Context: an optimization exercise on an open-source flow, tuned for small area. The choices shown serve that exercise and are no tape-out recipe.
No run shown here included a check of the RTL's function; only the layout flow was run.
Power is estimated from default activity; no workload was simulated.

## flow/run.sh

```bash
#!/bin/bash
# synth_recipe.tcl (not shown) runs the flow's synth.tcl, then flattens the netlist and writes it again
# the make line also repeats each setting of config.mk as NAME=value (left out here)
make -C /OpenROAD-flow-scripts/flow DESIGN_CONFIG=/design/flow/config.mk WORK_HOME=/design/flow/orfs CLKGATE_MAP_FILE= SYNTH_SCRIPT=/design/flow/synth_recipe.tcl finish
```

## flow/config.mk

```make
export PLATFORM = sky130hd
export DESIGN_NAME = lcd_frame_refresh
export DESIGN_NICKNAME = lcd_frame_refresh
export VERILOG_FILES = /design/flow/design.v
export SDC_FILE = /design/flow/constraint.sdc
export NUM_CORES = 4
export LEC_CHECK = 0
export CAP_MARGIN = 20
export CORE_MARGIN = 2
export CORE_UTILIZATION = 40
export SLEW_MARGIN = 20
```

## flow/constraint.sdc

```tcl
create_clock -name core_clock -period 10.0 [get_ports {clk}]
set_input_delay 2.0000 -clock core_clock [delete_from_list [all_inputs] [get_ports {clk}]]
set_output_delay 2.0000 -clock core_clock [all_outputs]
set_load 0.01 [all_outputs]
```

## flow/design.v

```verilog
module lcd_frame_refresh #(
    parameter int unsigned ROWS        = 4,
    parameter int unsigned COLS        = 20,
    parameter int unsigned POWERUP_CYC = 40_000,
    parameter int unsigned SETUP_CYC   = 4,
    parameter int unsigned E_HIGH_CYC  = 25,
    parameter int unsigned CMD_CYC     = 200,
    parameter int unsigned LONG_CYC    = 4_000,
    localparam int unsigned NCHR       = ROWS * COLS,
    localparam int unsigned AW         = $clog2(NCHR + 1)
) (
    input  logic          clk,
    input  logic          rst,
    input  logic          wr_en,
    input  logic [AW-1:0] wr_addr,
    input  logic [7:0]    wr_data,
    output logic          lcd_rs,
    output logic          lcd_rw,
    output logic          lcd_e,
    output logic [7:0]    lcd_data,
    output logic          init_done,
    output logic          frame_done
);
    localparam int unsigned E_ON   = SETUP_CYC - 1;
    localparam int unsigned E_OFF  = SETUP_CYC + E_HIGH_CYC - 1;
    localparam int unsigned DONE_S = SETUP_CYC + E_HIGH_CYC + CMD_CYC - 1;
    localparam int unsigned DONE_L = SETUP_CYC + E_HIGH_CYC + LONG_CYC - 1;
    localparam int unsigned PU_K   = (POWERUP_CYC - 1) / NCHR;
    localparam int unsigned Q_RST  = (POWERUP_CYC - 1) % NCHR;
    localparam int unsigned TMAX   = (DONE_L > PU_K) ? DONE_L : PU_K;
    localparam int unsigned CNT_W  = $clog2(TMAX + 1);
    localparam int unsigned N_RST  = NCHR - 8;
    function automatic logic reached(input logic [CNT_W-1:0] c, input int unsigned k);
        reached = ((c & CNT_W'(k)) == CNT_W'(k));
    endfunction
    function automatic logic [7:0] init_byte(input logic [2:0] s);
        case (s)
            3'd0, 3'd1, 3'd2: init_byte = 8'h30;
            3'd3:             init_byte = 8'h38;
            3'd4:             init_byte = 8'h08;
            3'd5:             init_byte = 8'h01;
            3'd6:             init_byte = 8'h06;
            default:          init_byte = 8'h0C;
        endcase
    endfunction
    logic [CNT_W-1:0] cnt_q;
    logic [AW-1:0]    q_q;        
    logic [AW-1:0]    nidx_q;     
    logic             busy_q;
    logic             dirty_q;
    logic [7:0]       hold_q;     
    logic             rs_q, e_q, init_done_q, frame_done_q;
    logic [7:0]       data_q;
    logic             wr_ok;
    assign wr_ok = wr_en && (wr_addr < AW'(NCHR));
    logic [2:0] step;
    assign step = nidx_q[2:0];
    logic powerup, in_init, idle, xfer_addr, xfer_char;
    assign powerup   = !init_done_q && !busy_q;
    assign in_init   = !init_done_q &&  busy_q;
    assign idle      =  init_done_q && !busy_q;
    assign xfer_addr =  init_done_q &&  busy_q && !rs_q;
    assign xfer_char =  init_done_q &&  busy_q &&  rs_q;
    logic long_c, done_c, q_zero;
    assign long_c = in_init && (step <= 3'd2 || step == 3'd5);
    assign done_c = busy_q && (long_c ? reached(cnt_q, DONE_L) : reached(cnt_q, DONE_S));
    assign q_zero = (q_q == '0);
    logic row_end, last_chr;
    always_comb begin
        row_end = 1'b0;
        for (int r = 0; r < int'(ROWS); r++)
            if (nidx_q == AW'(r * COLS)) row_end = 1'b1;
    end
    assign last_chr = (nidx_q == '0);
    logic pu_launch, init_step, init_next, init_end, addr0_launch, char_done;
    logic addr_row_launch, char_launch, addr_launch, launch, nidx_inc;
    assign pu_launch       = powerup && q_zero && reached(cnt_q, PU_K);
    assign init_step       = in_init && done_c;
    assign init_next       = init_step && (step != 3'd7);
    assign init_end        = init_step && (step == 3'd7);
    assign addr0_launch    = idle && dirty_q;
    assign char_done       = xfer_char && done_c;
    assign addr_row_launch = char_done && row_end && !last_chr;
    assign char_launch     = (xfer_addr && done_c) || (char_done && !row_end);
    assign addr_launch     = addr0_launch || addr_row_launch;
    assign launch          = pu_launch || init_next || addr_launch || char_launch;
    assign nidx_inc        = init_step || char_launch;
    logic [7:0] l_byte;
    always_comb begin
        if (char_launch)      l_byte = hold_q;
        else if (addr_launch) l_byte = {1'b1, nidx_q[2], 1'b0, nidx_q[5], 1'b0, nidx_q[5], 2'b00};
        else if (pu_launch)   l_byte = init_byte(3'd0);
        else                  l_byte = init_byte(step + 3'd1);
    end
    always_ff @(posedge clk) begin
        if (rst) begin
            cnt_q   <= '0;
            q_q     <= AW'(Q_RST);
            nidx_q  <= AW'(N_RST);
            busy_q  <= 1'b0;
            dirty_q <= 1'b1;
        end else begin
            cnt_q   <= (launch || done_c) ? '0
                     : cnt_q + CNT_W'(busy_q || (powerup && q_zero));
            q_q     <= q_zero ? AW'(NCHR - 1) : q_q - AW'(1);
            if (nidx_inc) nidx_q <= (nidx_q == AW'(NCHR - 1)) ? '0 : nidx_q + AW'(1);
            busy_q  <= launch || (busy_q && !done_c);
            dirty_q <= wr_ok || (dirty_q && !addr0_launch);
        end
    end
    always_ff @(posedge clk or posedge rst) begin
        if (rst) begin
            rs_q         <= 1'b0;
            e_q          <= 1'b0;
            data_q       <= 8'h00;
            init_done_q  <= 1'b0;
            frame_done_q <= 1'b0;
        end else begin
            if (launch) begin
                rs_q   <= char_launch;
                data_q <= l_byte;
            end
            e_q          <= launch ? 1'b0
                          : e_q ? !reached(cnt_q, E_OFF)
                          : (busy_q && cnt_q == CNT_W'(E_ON));
            init_done_q  <= init_done_q || init_end;
            frame_done_q <= char_done && last_chr;
        end
    end
    logic [AW:0]   wdiff;
    logic [AW-1:0] wslot;
    assign wdiff = {1'b0, wr_addr} - {1'b0, q_q};
    assign wslot = wdiff[AW] ? AW'(wdiff[AW-1:0] + AW'(NCHR)) : wdiff[AW-1:0];
    logic [NCHR-1:0] hit;
    always_comb begin
        for (int p = 0; p < int'(NCHR); p++) hit[p] = wr_ok && (wslot == AW'(p));
    end
    logic [7:0]      slot_q [NCHR];
    logic [NCHR-1:0] vld_q;
    always_ff @(posedge clk) begin
        for (int p = 0; p < int'(NCHR); p++) begin
            if (p % 2 == 0) begin
                slot_q[p] <= ~(hit[p] ? ~wr_data : slot_q[(p + NCHR - 1) % NCHR]);
                vld_q[p]  <= !rst && !(!hit[p] && vld_q[(p + NCHR - 1) % NCHR]);
            end else begin
                slot_q[p] <= ~(hit[p] ? wr_data : slot_q[p - 1]);
                vld_q[p]  <= rst || !(hit[p] || vld_q[p - 1]);
            end
        end
    end
    logic [7:0] tap_byte;
    assign tap_byte = vld_q[NCHR-1] ? 8'h20 : ~slot_q[NCHR-1];
    logic snoop, capture;
    assign snoop   = wr_ok && (wr_addr == nidx_q);
    assign capture = (q_q == nidx_q);
    always_ff @(posedge clk) begin
        if (snoop)        hold_q <= wr_data;
        else if (capture) hold_q <= tap_byte;
    end
    assign lcd_rs     = rs_q;
    assign lcd_rw     = 1'b0;
    assign lcd_e      = e_q;
    assign lcd_data   = data_q;
    assign init_done  = init_done_q;
    assign frame_done = frame_done_q;
endmodule
```

==> results of run 1 <==
[worst paths after layout]
kind / start / cells after the start / slack [ns] / to
worst min register to register: vld_q[77]$_DFF_P_ / 1 / 0.39 / vld_q[78]$_DFF_P_
worst max-delay path: wr_addr[0] / 15 / 4.23 / slot_q[51][5]$_DFF_P_
worst min-delay path: vld_q[77]$_DFF_P_ / 1 / 0.39 / vld_q[78]$_DFF_P_
min in group asynchronous: rst / 4 / 1.92 / data_q[0]$_DFFE_PP0P_
worst max register to register: q_q[0]$_SDFF_PP1_ / 13 / 5.90 / slot_q[51][5]$_DFF_P_
max in group asynchronous: rst / 4 / 7.76 / e_q$_DFF_PP0_
[cell type report]
cell class                      instances  area [µm²]  area share [%]
Sequential cell                       768       15500            52.6
Clock buffer                          109        2270            7.71
Clock inverter                         27         302            1.02
Multi-Input combinational cell       1163        9710            32.9
Timing Repair Buffer                   65         515            1.75
Tap cell                              846        1060            3.59
Inverter                               28         105           0.357
[per-stage QoR]
| step | utilization [%] | std cells | power (mW) | setup slack (ns) | hold WS [ns] |
|---|---|---|---|---|---|
| 6_report | 46.6 | 3006 | 6.95 | 4.23 | 0.389 |
| 5_1_grt | 46.6 | 3006 | 7.22 | 4.05 | 0.405 |
| 4_1_cts | 46.6 | 3006 | 7.01 | 4.27 | 0.398 |
| 3_5_place_dp | 42.5 | 2870 | 4.11 | 3.66 | 0.394 |
| 3_3_place_gp | 42.5 | 2870 | 4.10 | 3.64 | 0.388 |
| 2_1_floorplan | - | 2070 | 3.93 | 4.92 | 0.385 |
[cell usage in the layout (no fill, tap or decap), types with 9 or more instances in the layout]
cell type	netlist	final
a21oi_1	92	92
and2_0	11	11
buf_2	11	9
buf_4	3	36
clkbuf_1	93	13
clkbuf_16	0	80
clkbuf_8	0	16
clkdlybuf4s50_1	0	20
clkinv_2	0	12
dfrtp_1	12	12
dfxtp_1	748	748
ha_1	18	18
inv_1	26	18
inv_2	1	9
mux2i_1	643	643
nand2_1	70	70
nand2_2	40	40
nand2_4	9	9
nand3_1	18	18
nand4_1	9	9
nor2_1	65	63
o21ai_0	22	22
or2_1	9	9
or2_2	21	21
xnor2_1	18	18
xor2_1	15	15
[critical path: cells and delay by family]
family,cells,cell delay (ns)
buf+inv,4,1.21
fa+ha+maj,3,0.97
compound gates,3,0.90
simple gates,3,0.69
xor+xnor,1,0.21
mux,1,0.21
[state kept, by name, summed over array words and instances, names as in the netlist]
signal / cells
init_done_q: 1
vld_q: 80
dirty_q: 1
e_q: 1
q_q: 7
frame_done_q: 1
hold_q: 8
nidx_q: 7
slot_q: 640
rs_q: 1
busy_q: 1
data_q: 8
cnt_q: 12
[power breakdown]
| group | switching, mW | total [mW] | leakage (nW) | internal [mW] |
|---|---|---|---|---|
| Sequential | 0.122 | 3.59 | 6.91 | 3.47 |
| Clock | 1.19 | 2.90 | 1.27 | 1.72 |
| Combinational | 0.267 | 0.454 | 7.59 | 0.187 |
| Total | 1.58 | 6.95 | 15.8 | 5.37 |
[logic make-up (layout without fill, tap and decap cells)]
kind of cell               after synthesis  after routing  share of synthesized area [%]
buffers and inverters                  139            229                           2.13
adders and majority gates               19             19                          0.954
DFF                                    768            768                           60.3
and+or+nand+nor                        297            297                           6.19
muxes                                  645            645                           25.1
other                                    1              1                         0.0146
xor gates and xnor gates                34             34                           1.19
AOI/OAI and AO/OA                      167            167                           4.06
[metal layers]
layer / wire length [µm] / vias to the layer above / GRT usage (%)
met4: 1250 / 0 / 5.57
met5: 0 / - / 0
met1: 30300 / 7462 / 26.1
li1: - / 7224 / -
met2: 26700 / 266 / 29.0
met3: 2240 / 89 / 2.80
==> impl_metrics.toml, run 1 <==
[run_status]
outcome = "complete, no violations"

[timing]
slew_headroom_pct = 30.1
fmax_ghz = 0.173
slew_violations = 0
setup_tns_ns = 0
period_share_pct = 57.7
hold_violations = 0
rsz0062_at_grt = "false"
fin_skew_ns = 0.0267
setup_viol = 0
worst_pin_slew_ns = 1.04
period_needed_ns = 5.77

[routing]
ant_nets = 0
first_iter_violations = 771
routed_wl_um = 60500
routedWlPerCell_um = 20.1
drtPass1Iterations = 5
viasPerCell = 5.00
vias = 15000
post-route-drc-count = 0

[placement]
gp_congestion = 0.792
numPortBuffers = 29
post_dp_cell_area_um2 = 26900
hpwl_um = 34400

[global_route]
antenna_found_initial = 1
gr-total-overflow = 0
grt_use_total_pct = 18.4
grt_pass1_vias = 15700
grt_pass1_wl_um = 94800
grt_max_degree = 79

[clock_network]
cts_buffers = 77
ctsRootBufferMaster = "clkbuf_16"
cts.sinks = 768
cts_tree = "built"
cts_resized = 0
post-cts-setup-buffers = 0
holdBufCountCts = 0
cts_buffer_depth = 3
clock_latency_ns = 0.61
clk_pin_slew_ns = 0.06
h-tree-depth = 3

[worst_setup_path]
cp.arrival_ns = 6.22
crit_required_ns = 10.45
end_kind = "flop"
max_stage_delay_ns = 0.55
worstSetupPathType = "in -> reg"
slowest_stage = "clkdlybuf4s50_1"
worstPathCellList = "clkdlybuf4s50_1 > inv_1 > ha_1 > fa_1 > nand2b_1 > a21oi_1 > xnor2_2 > inv_2 > ha_1 > nand2_1 > a311o_1 > a211oi_4 > buf_4 > nand2_1 > mux2i_1"
critPathMaxFanout = 24
start_kind = "primary input"

[yosys]
synth.top_cells.by_area = "dfxtp_1 (58%), mux2i_1 (25%), a21oi_1 (1.8%)"
synth_common_cells = "dfxtp_1 (748), mux2i_1 (643), clkbuf_1 (93)"
ys_dominant_reg_cell = "dfxtp_1"
synth_top_area_cell = "dfxtp_1"
ys_warn_count = 2
ys_ff_latch = 768
yosys.cell_types.count = 74
async_flop_share_pct = 1.56
synth_nets = 2107
synthDominantCellAreaShare_pct = 58.2
syn_area_per_cell_um2 = 12.4
syn_area_um2 = 25700
synth_edf_count = 8
synth.most_common_cell = "dfxtp_1"
yosysSeqAreaShare_pct = 60.3
synthCells = 2070

[hold_path]
hold_class = "reg -> reg"

[finish]
drive_gt1_share_pct = 12.3
nets = 2140
syn_to_final_growth_pct = 14.6
nFillCells = 5770
n_antenna_cell = 0
design_area_um2 = 29500

[die]
start_util_pct = 40.6
coreArea_um2 = 63300
chipWidth_um = 258
die_h_um = 258
die-area_um2 = 66300
rows = 92
boundaryPins = 31

[power]
p_per_area_nw_per_um2 = 236
ir_worst_vdd_mv = 0.126
p_leak_nw = 15.8

[job]
max_cap_viol_count = 0
==> run 2: changes to the inputs <==
--- a/flow/design.v
+++ b/flow/design.v
@@ -136,19 +136,31 @@
         for (int p = 0; p < int'(NCHR); p++) hit[p] = wr_ok && (wslot == AW'(p));
     end
-    logic [7:0]      slot_q [NCHR];
-    logic [NCHR-1:0] vld_q;
-    always_ff @(posedge clk) begin
-        for (int p = 0; p < int'(NCHR); p++) begin
-            if (p % 2 == 0) begin
-                slot_q[p] <= ~(hit[p] ? ~wr_data : slot_q[(p + NCHR - 1) % NCHR]);
-                vld_q[p]  <= !rst && !(!hit[p] && vld_q[(p + NCHR - 1) % NCHR]);
-            end else begin
-                slot_q[p] <= ~(hit[p] ? wr_data : slot_q[p - 1]);
-                vld_q[p]  <= rst || !(hit[p] || vld_q[p - 1]);
+    logic [7:0] x_even, x_odd;
+    assign x_even = ~(wr_data ^ 8'h20);
+    assign x_odd  = rst ? 8'h00 : (wr_data ^ 8'h20);
+    logic [7:0] slot_q [NCHR];
+    logic [7:0] slot_d [NCHR];
+    for (genvar p = 0; p < int'(NCHR); p++) begin : g_slot
+        if (p % 2 == 0) begin : g_even
+            for (genvar b = 0; b < 8; b++) begin : g_bit
+                lcd_frame_refresh_cell u_cell (
+                    .sel_n(!hit[p] || rst), .sel(hit[p] || rst), .x(x_even[b]),
+                    .prev(slot_q[(p + NCHR - 1) % NCHR][b]), .d(slot_d[p][b])
+                );
+            end
+        end else begin : g_odd
+            for (genvar b = 0; b < 8; b++) begin : g_bit
+                lcd_frame_refresh_cell u_cell (
+                    .sel_n(!hit[p] && !rst), .sel(hit[p] && !rst), .x(x_odd[b]),
+                    .prev(slot_q[p - 1][b]), .d(slot_d[p][b])
+                );
             end
         end
     end
+    always_ff @(posedge clk) begin
+        for (int p = 0; p < int'(NCHR); p++) slot_q[p] <= slot_d[p];
+    end
     logic [7:0] tap_byte;
-    assign tap_byte = vld_q[NCHR-1] ? 8'h20 : ~slot_q[NCHR-1];
+    assign tap_byte = ~slot_q[NCHR-1] ^ 8'h20;
     logic snoop, capture;
     assign snoop   = wr_ok && (wr_addr == nidx_q);
@@ -165,2 +177,11 @@
     assign frame_done = frame_done_q;
 endmodule
+module lcd_frame_refresh_cell (
+    input  logic sel_n,
+    input  logic sel,
+    input  logic x,
+    input  logic prev,
+    output logic d
+);
+    assign d = ~((sel_n | x) & (sel | prev));
+endmodule
--- a/flow/config.mk
+++ b/flow/config.mk
@@ -10,2 +10,4 @@
 export CORE_UTILIZATION = 40
 export SLEW_MARGIN = 20
+export SYNTH_HIERARCHICAL = 1
+export SYNTH_MINIMUM_KEEP_SIZE = 0
==> impl_metrics.toml, run 2 <==
[routing]
ant_nets = 0
routed_wl_um = 70400
routedWlPerCell_um = 24.8
viasPerCell = 6.21
vias = 17700
drtPass1Iterations = 6
post-route-drc-count = 0
first_iter_violations = 1797

[power]
cellInternalPower_mw = 4.33
p_per_area_nw_per_um2 = 220
p_leak_nw = 8.98
p_switching_mw = 1.34
seqPwrFrac_pct = 48.8
clockPowerShare_pct = 45.2
swShare_pct = 23.6
combPwrFrac_pct = 6.1
ir_worst_vdd_mv = 0.136

[clock_network]
h-tree-depth = 3
holdBufCountCts = 0
clock_latency_ns = 0.61
cts_resized = 0
cts.sinks = 688
cts_buffers = 67
ctsRootBufferMaster = "clkbuf_16"
cts_buffer_depth = 3
clk_pin_slew_ns = 0.06
cts_tree = "built"
post-cts-setup-buffers = 0

[timing]
setup_tns_ns = 0
slew_headroom_pct = 17.5
fmax_ghz = 0.147
period_needed_ns = 6.80
worst_pin_slew_ns = 1.23
fin_skew_ns = 0.0223
slew_violations = 0
rsz0062_at_grt = "false"
hold_violations = 0
period_share_pct = 68.0
setup_viol = 0

[global_route]
grt_pass1_wl_um = 106000
gr-total-overflow = 0
grt_use_total_pct = 24.3
grt_pass1_vias = 17300
grt_max_degree = 59
antenna_found_initial = 1

[finish]
design_area_um2 = 25800
nets = 2127
final_util_pct = 47.1
final_common_cell = "dfxtp_1"
reg_top3 = "slot_q (640), cnt_q (12)"
syn_to_final_growth_pct = 17.0
top_register = "slot_q"
drive_gt1_share_pct = 10.8
largest_reg_flops = 640
mostFrequentLayoutCells = "dfxtp_1 (668), o22ai_1 (643), clkbuf_16 (70)"

[die]
die-area_um2 = 57000
coreArea_um2 = 54800
rows = 86
die_h_um = 239
chipWidth_um = 239
boundaryPins = 31
start_util_pct = 40.3

[worst_setup_path]
reg2reg_from = "q_q[1]$_SDFF_PP1_"
max_stage_delay_ns = 0.80
start_kind = "primary input"
cp.arrival_ns = 7.31
reg2reg_depth = 13
startpoint = "wr_addr[0]"
worstPathCellList = "clkdlybuf4s50_1 > inv_1 > ha_1 > fa_1 > nor2b_1 > o22a_1 > xnor2_4 > inv_1 > ha_1 > inv_2 > or4_1 > a21boi_1 > o311ai_2 > a21oi_2 > a21oi_1 > o22ai_1"
crit_required_ns = 10.51
r2r_end = "slot_q[29][7]$_DFF_P_"
regToRegSetupSlack_ns = 4.65
slowest_stage = "a21oi_2"
worstSetupPathType = "in -> reg"
critPathMaxFanout = 16
end_kind = "flop"

[yosys]
synth.top_cells.by_area = "dfxtp_1 (61%), o22ai_1 (18%), dfrtp_1 (1.4%)"
synth_edf_count = 8
async_flop_share_pct = 1.74
synthCells = 1995
synth.most_common_cell = "dfxtp_1"
ys_dominant_reg_cell = "dfxtp_1"
yosysSeqAreaShare_pct = 63.1
syn_area_per_cell_um2 = 11.1
synth_common_cells = "dfxtp_1 (668), o22ai_1 (643), nand2_1 (67)"
yosys.cell_types.count = 80
synth_top_area_cell = "dfxtp_1"
synthDominantCellAreaShare_pct = 60.7
ys_ff_latch = 688
ys_warn_count = 10
syn_area_um2 = 22000
synth_nets = 2036

[run_status]
outcome = "complete, no violations"

[job]
max_cap_viol_count = 0

[placement]
hpwl_um = 42300
numPortBuffers = 29
post_dp_cell_area_um2 = 23500
gp_congestion = 0.914

[hold_path]
hold_depth = 1
hp-start = "slot_q[36][4]$_DFF_P_"
min_to = "slot_q[37][4]$_DFF_P_"
hold_class = "reg -> reg"
run 2: logic make-up after synthesis:
group	Yosys count	share of synthesized area, %
AOI/OAI and AO/OA	861	25.3
DFF	688	63.1
and+or+nand+nor	292	6.76
buffers and inverters	87	1.65
xor gates and xnor gates	37	1.55
adders and majority gates	23	1.34
muxes	6	0.284
other	1	0.0170
run 2: power groups by stage:
stage	combinational [mW]	sequential, mW	clock (mW)
after floorplan	0.192	2.82	0
after global placement	0.322	2.82	0
after detailed placement	0.327	2.82	0
after CTS	0.329	2.76	2.59
after global routing	0.357	2.76	2.71
final	0.343	2.76	2.56
run 2: layout make-up:
cell class	count	area, µm²
antenna	2	5.00
clock buffer	93	1950
multi-input combinational	1220	8000
sequential	688	13900
clock inverter	27	304
fill	4958	29000
inverter	37	139
tap	704	881
timing repair buffer	72	606
run 2: critical path, delay by kind of cell:
kind	cells	cell delay, ns
adders and majority gates	3	1.15
and+or+nand+nor	2	0.67
xor gates and xnor gates	1	0.15
AOI/OAI and AO/OA	6	2.33
buffers and inverters	4	1.02
run 2: stage by stage:
stage / setup slack (ns) / total power, mW / instances / hold WS, ns
after floorplan: 4.27 / 3.01 / 1995 / 0.402
final: 3.20 / 5.67 / 2843 / 0.405
after global placement: 2.87 / 3.15 / 2721 / 0.403
after global routing: 2.94 / 5.83 / 2842 / 0.422
after CTS: 3.30 / 5.68 / 2841 / 0.403
after detailed placement: 2.69 / 3.15 / 2721 / 0.407
run 2: metal layers:
metal	routed length [µm]	vias to the layer above	track usage (%)
li1	-	8049	-
met1	30900	8624	33.1
met2	31500	786	37.9
met3	5470	189	5.09
met4	2540	2	9.73
met5	12	-	0
run 2: Yosys stat by module (local to each module, per instance):
| module | area, µm² | times used | cells inside |
|---|---|---|---|
| lcd_frame_refresh | 18000 | 1 | 1355 |
| lcd_frame_refresh_cell | 6.26 | 640 | 1 |
run 2: worst max path at each step:
stage / to / slack, ns
global placement: slot_q[21][5]$_DFF_P_ / 2.87
floorplan: slot_q[49][0]$_DFF_P_ / 4.27
detailed placement: slot_q[27][7]$_DFF_P_ / 2.69
CTS: slot_q[29][7]$_DFF_P_ / 3.30
global route: slot_q[27][7]$_DFF_P_ / 2.94
finish: slot_q[29][7]$_DFF_P_ / 3.20
==> run 3: changes to the inputs <==
--- a/flow/design.v
+++ b/flow/design.v
@@ -132,10 +132,17 @@
     assign wdiff = {1'b0, wr_addr} - {1'b0, q_q};
     assign wslot = wdiff[AW] ? AW'(wdiff[AW-1:0] + AW'(NCHR)) : wdiff[AW-1:0];
-    logic [NCHR-1:0] hit;
+    logic [(NCHR+15)/16-1:0] sel_hi;
+    logic [15:0]             sel_lo;
+    logic [NCHR-1:0]         sel;
     always_comb begin
-        for (int p = 0; p < int'(NCHR); p++) hit[p] = wr_ok && (wslot == AW'(p));
+        for (int h = 0; h < int'((NCHR + 15) / 16); h++)
+            sel_hi[h] = (wr_ok && wslot[AW-1:4] == (AW-4)'(h)) || rst;
+        for (int l = 0; l < 16; l++)
+            sel_lo[l] = (wslot[3:0] == 4'(l)) || rst;
+        for (int p = 0; p < int'(NCHR); p++)
+            sel[p] = sel_hi[p / 16] && sel_lo[p % 16];
     end
     logic [7:0] x_even, x_odd;
-    assign x_even = ~(wr_data ^ 8'h20);
+    assign x_even = rst ? 8'hFF : ~(wr_data ^ 8'h20);
     assign x_odd  = rst ? 8'h00 : (wr_data ^ 8'h20);
     logic [7:0] slot_q [NCHR];
@@ -145,5 +152,5 @@
             for (genvar b = 0; b < 8; b++) begin : g_bit
                 lcd_frame_refresh_cell u_cell (
-                    .sel_n(!hit[p] || rst), .sel(hit[p] || rst), .x(x_even[b]),
+                    .sel_n(!sel[p]), .sel(sel[p]), .x(x_even[b]),
                     .prev(slot_q[(p + NCHR - 1) % NCHR][b]), .d(slot_d[p][b])
                 );
@@ -152,5 +159,5 @@
             for (genvar b = 0; b < 8; b++) begin : g_bit
                 lcd_frame_refresh_cell u_cell (
-                    .sel_n(!hit[p] && !rst), .sel(hit[p] && !rst), .x(x_odd[b]),
+                    .sel_n(!sel[p]), .sel(sel[p]), .x(x_odd[b]),
                     .prev(slot_q[p - 1][b]), .d(slot_d[p][b])
                 );
--- a/flow/config.mk
+++ b/flow/config.mk
@@ -8,5 +8,8 @@
 export CAP_MARGIN = 20
 export CORE_MARGIN = 2
-export CORE_UTILIZATION = 40
+export CORE_UTILIZATION = 65
+export CTS_BUF_LIST = sky130_fd_sc_hd__clkbuf_8
+export CTS_CLUSTER_SIZE = 20
+export PLACE_DENSITY = 0.75
 export SLEW_MARGIN = 20
 export SYNTH_HIERARCHICAL = 1
==> impl_metrics.toml, run 3 <==
[placement]
numPortBuffers = 29
post-place-ws_ns = 3.50
hpwl_um = 32100
post-place-cells = 2351
gp_congestion = 0.942

[routing]
routed_wl_um = 59000
ant_nets = 0
first_iter_violations = 1601
routedWlPerCell_um = 23.2
drtPass1Iterations = 6
viasPerCell = 6.67
vias = 16900
post-route-drc-count = 0

[die]
die_h_um = 186
rows = 66
coreArea_um2 = 32600
die-area_um2 = 34700
boundaryPins = 31
start_util_pct = 66.3
chipWidth_um = 186

[global_route]
met2_usage_pct = 49.8
gr-total-overflow = 0
grtUsageMet1_pct = 46.4
grt_use_total_pct = 32.9
grtUsageMet3_pct = 7.41
grt_max_degree = 85
grt_pass1_vias = 16000
antenna_found_initial = 0
busiest_layer = "met2"
grt_pass1_wl_um = 90100

[timing]
fin_skew_ns = 0.0233
period_needed_ns = 5.86
fmax_ghz = 0.171
slew_headroom_pct = 18.8
period_share_pct = 58.6
worst_pin_slew_ns = 1.22
worst_hold_slack_ns = 0.405
slew_violations = 0
rsz0062_at_grt = "false"
setup_tns_ns = 0
setup_viol = 0
setup_ws_ns = 4.14
hold_violations = 0

[yosys]
syn_area_per_cell_um2 = 11.3
synth.top_cells.by_area = "dfxtp_1 (62%), o22ai_1 (19%), a21o_1 (1.9%)"
synthXorXnorAreaFrac_pct = 1.38
synthDominantCellAreaShare_pct = 61.9
async_flop_share_pct = 1.74
synth.most_common_cell = "dfxtp_1"
synthCells = 1917
syn_area_um2 = 21600
ys_ff_latch = 688
synth_top_family_by_area = "compound AO/OA/AOI/OAI gates"
synth-compound-area-share_pct = 26.3
synthMuxAreaShare_pct = 0.654
synth_fa_ha_area_share_pct = 1.19
synth_top_area_cell = "dfxtp_1"
yosys.cell_types.count = 68
ys_warn_count = 10
synth-simple-area-share_pct = 4.22
yosysSeqAreaShare_pct = 64.4
ys_dominant_reg_cell = "dfxtp_1"
synth_edf_count = 8
synth_common_cells = "dfxtp_1 (668), o22ai_1 (640), a21oi_1 (75)"
synth_nets = 1955

[power]
ir_worst_vdd_mv = 0.175
p_leak_nw = 9.69
p_per_area_nw_per_um2 = 242

[hold_path]
hp-start = "slot_q[56][7]$_DFF_P_"
hold_class = "reg -> reg"

[finish]
final_common_cell = "dfxtp_1"
drive_gt1_share_pct = 11.2
n_antenna_cell = 0
nets = 2054
reg_top3 = "slot_q (640), cnt_q (12)"
top_register = "slot_q"
mostFrequentLayoutCells = "dfxtp_1 (668), o22ai_1 (640), clkbuf_8 (137)"
syn_to_final_growth_pct = 14.0
largest_reg_flops = 640
instances_no_fill = 2538

[worst_setup_path]
cp.arrival_ns = 6.44
cp_top_family = "simple AND/OR/NAND/NOR gates"
crit_buf_inv = 3
critPathMaxFanout = 12
startpoint = "wr_addr[0]"
end_kind = "flop"
slowest_stage = "nor2_1"
regToRegSetupSlack_ns = 5.52
reg2reg_from = "q_q[3]$_SDFF_PP1_"
start_kind = "primary input"
crit_required_ns = 10.58
worstPathCellList = "clkdlybuf4s50_1 > inv_1 > ha_1 > inv_1 > fa_1 > xnor2_1 > nand2_1 > mux2i_1 > a21oi_1 > nor2_1 > a21oi_1 > o22ai_1"
worstSetupPathType = "in -> reg"
max_stage_delay_ns = 0.93

[clock_network]
post-cts-setup-buffers = 0
ctsRootBufferMaster = "clkbuf_8"
h-tree-depth = 3
cts_buffer_depth = 3
clk_pin_slew_ns = 0.07
cts_buffers = 101
cts_resized = 0
cts.sinks = 688
holdBufCountCts = 0
cts_tree = "built"
clock_latency_ns = 0.67

[run_status]
outcome = "complete, no violations"

[job]
max_cap_viol_count = 0
-- run 3: stage by stage --
| step | total power [mW] | util, % | cell area, µm² |
|---|---|---|---|
| 2_1_floorplan | 3.46 | - | 21600 |
| 3_3_place_gp | 3.60 | 68.5 | 22300 |
| 3_5_place_dp | 3.62 | 68.6 | 22400 |
| 4_1_cts | 5.95 | 75.4 | 24600 |
| 5_1_grt | 6.15 | 75.6 | 24600 |
| 6_report | 5.96 | 75.6 | 24600 |
-- run 3: final timing paths --
| check | end | cells past startpoint |
|---|---|---|
| worst max-delay path | slot_q[58][2]$_DFF_P_ | 12 |
| worst min-delay path | slot_q[57][7]$_DFF_P_ | 1 |
| min in group asynchronous | data_q[7]$_DFFE_PP0P_ | 3 |
| worst min register to register | slot_q[57][7]$_DFF_P_ | 1 |
| worst max register to register | slot_q[38][7]$_DFF_P_ | 12 |
| max in group asynchronous | e_q$_DFF_PP0_ | 3 |
-- run 3: layer usage --
| metal | vias up | routed length (µm) |
|---|---|---|
| li1 | 7738 | - |
| met3 | 106 | 5710 |
| met5 | - | 0 |
| met1 | 8177 | 25600 |
| met4 | 0 | 1470 |
| met2 | 912 | 26100 |
-- run 3: kinds of logic after synthesis --
group                    Yosys count
AO/OA/AOI/OAI                    881
other                              1
AND/OR/NAND/NOR                  185
buffers and inverters             94
XOR/XNOR                          34
multiplexers                      14
flip-flops                       688
adder cells (fa/ha/maj)           20
-- run 3: cell type report --
type                       instances  area (µm²)
timing repair buffer              51         504
sequential                       688       13900
fill                            2171        7970
clock inverter                    46         312
multi-input combinational       1135        7330
tap                              442         553
clock buffer                     137        1890
inverter                          39         148
-- run 3: worst reg2reg max path, cell delays in order, from the launching register on --
cell and delay [ns]:
dfxtp_1 0.43, inv_1 0.13, ha_1 0.41, and2_1 0.22
a221oi_1 0.33, a21boi_0 0.23, nor2_1 0.38, ha_1 0.27
and4_4 0.24, o211ai_1 0.12, o22ai_2 0.80, a31oi_1 0.51
o22ai_1 0.31
-- run 3: power breakdown --
part           switching [mW]  total (mW)  leakage [nW]  internal [mW]
logic                   0.336       0.510          2.62          0.174
registers              0.0856        3.09          5.84           3.00
clock network            1.06        2.36          1.23           1.30
total                    1.48        5.96          9.69           4.48
-- run 3: modules after synthesis, one instance, submodules excluded --
module	cells	cell area, µm²	flip-flops and latches
lcd_frame_refresh	1277	17600	688
lcd_frame_refresh_cell	1	6.26	0

==> separate check: timing with driven ports <==
The flow's constraints put no driver on any port. The routed layouts listed below were extracted and timed again, unchanged, in two steps.
Step 1: set_driving_cell puts a clkbuf_16 on clk and a buf_2 on each other input, an assumption about the parent block.
Step 2 adds t to the input delays and takes it off the output delays; t is the mean of the earliest and latest rising clock arrival at the registers after step 1. Input paths then give back, and output paths get back, about the clock's delay inside the block.
a / b / c = no drivers / after step 1 / after step 2; a / b = the first two.
| run | shift t [ns] | slack for setup (ns) | worst setup path at the end | worst data-port slew with drivers (ns) |
|---|---|---|---|---|
| run 1 | 0.659 | 4.227 / 4.263 / 3.604 | input to register | 0.04 |
| run 2 | 0.657 | 3.197 / 3.224 / 2.567 | input to register | 0.04 |
| run 3 | 0.709 | 4.145 / 4.171 / 3.462 | input to register | 0.04 |
After both steps every run listed still meets setup and hold. For run 3, which loses most, drivers alone change the setup slack by +0.026 ns; drivers and shift together by -0.683 ns.
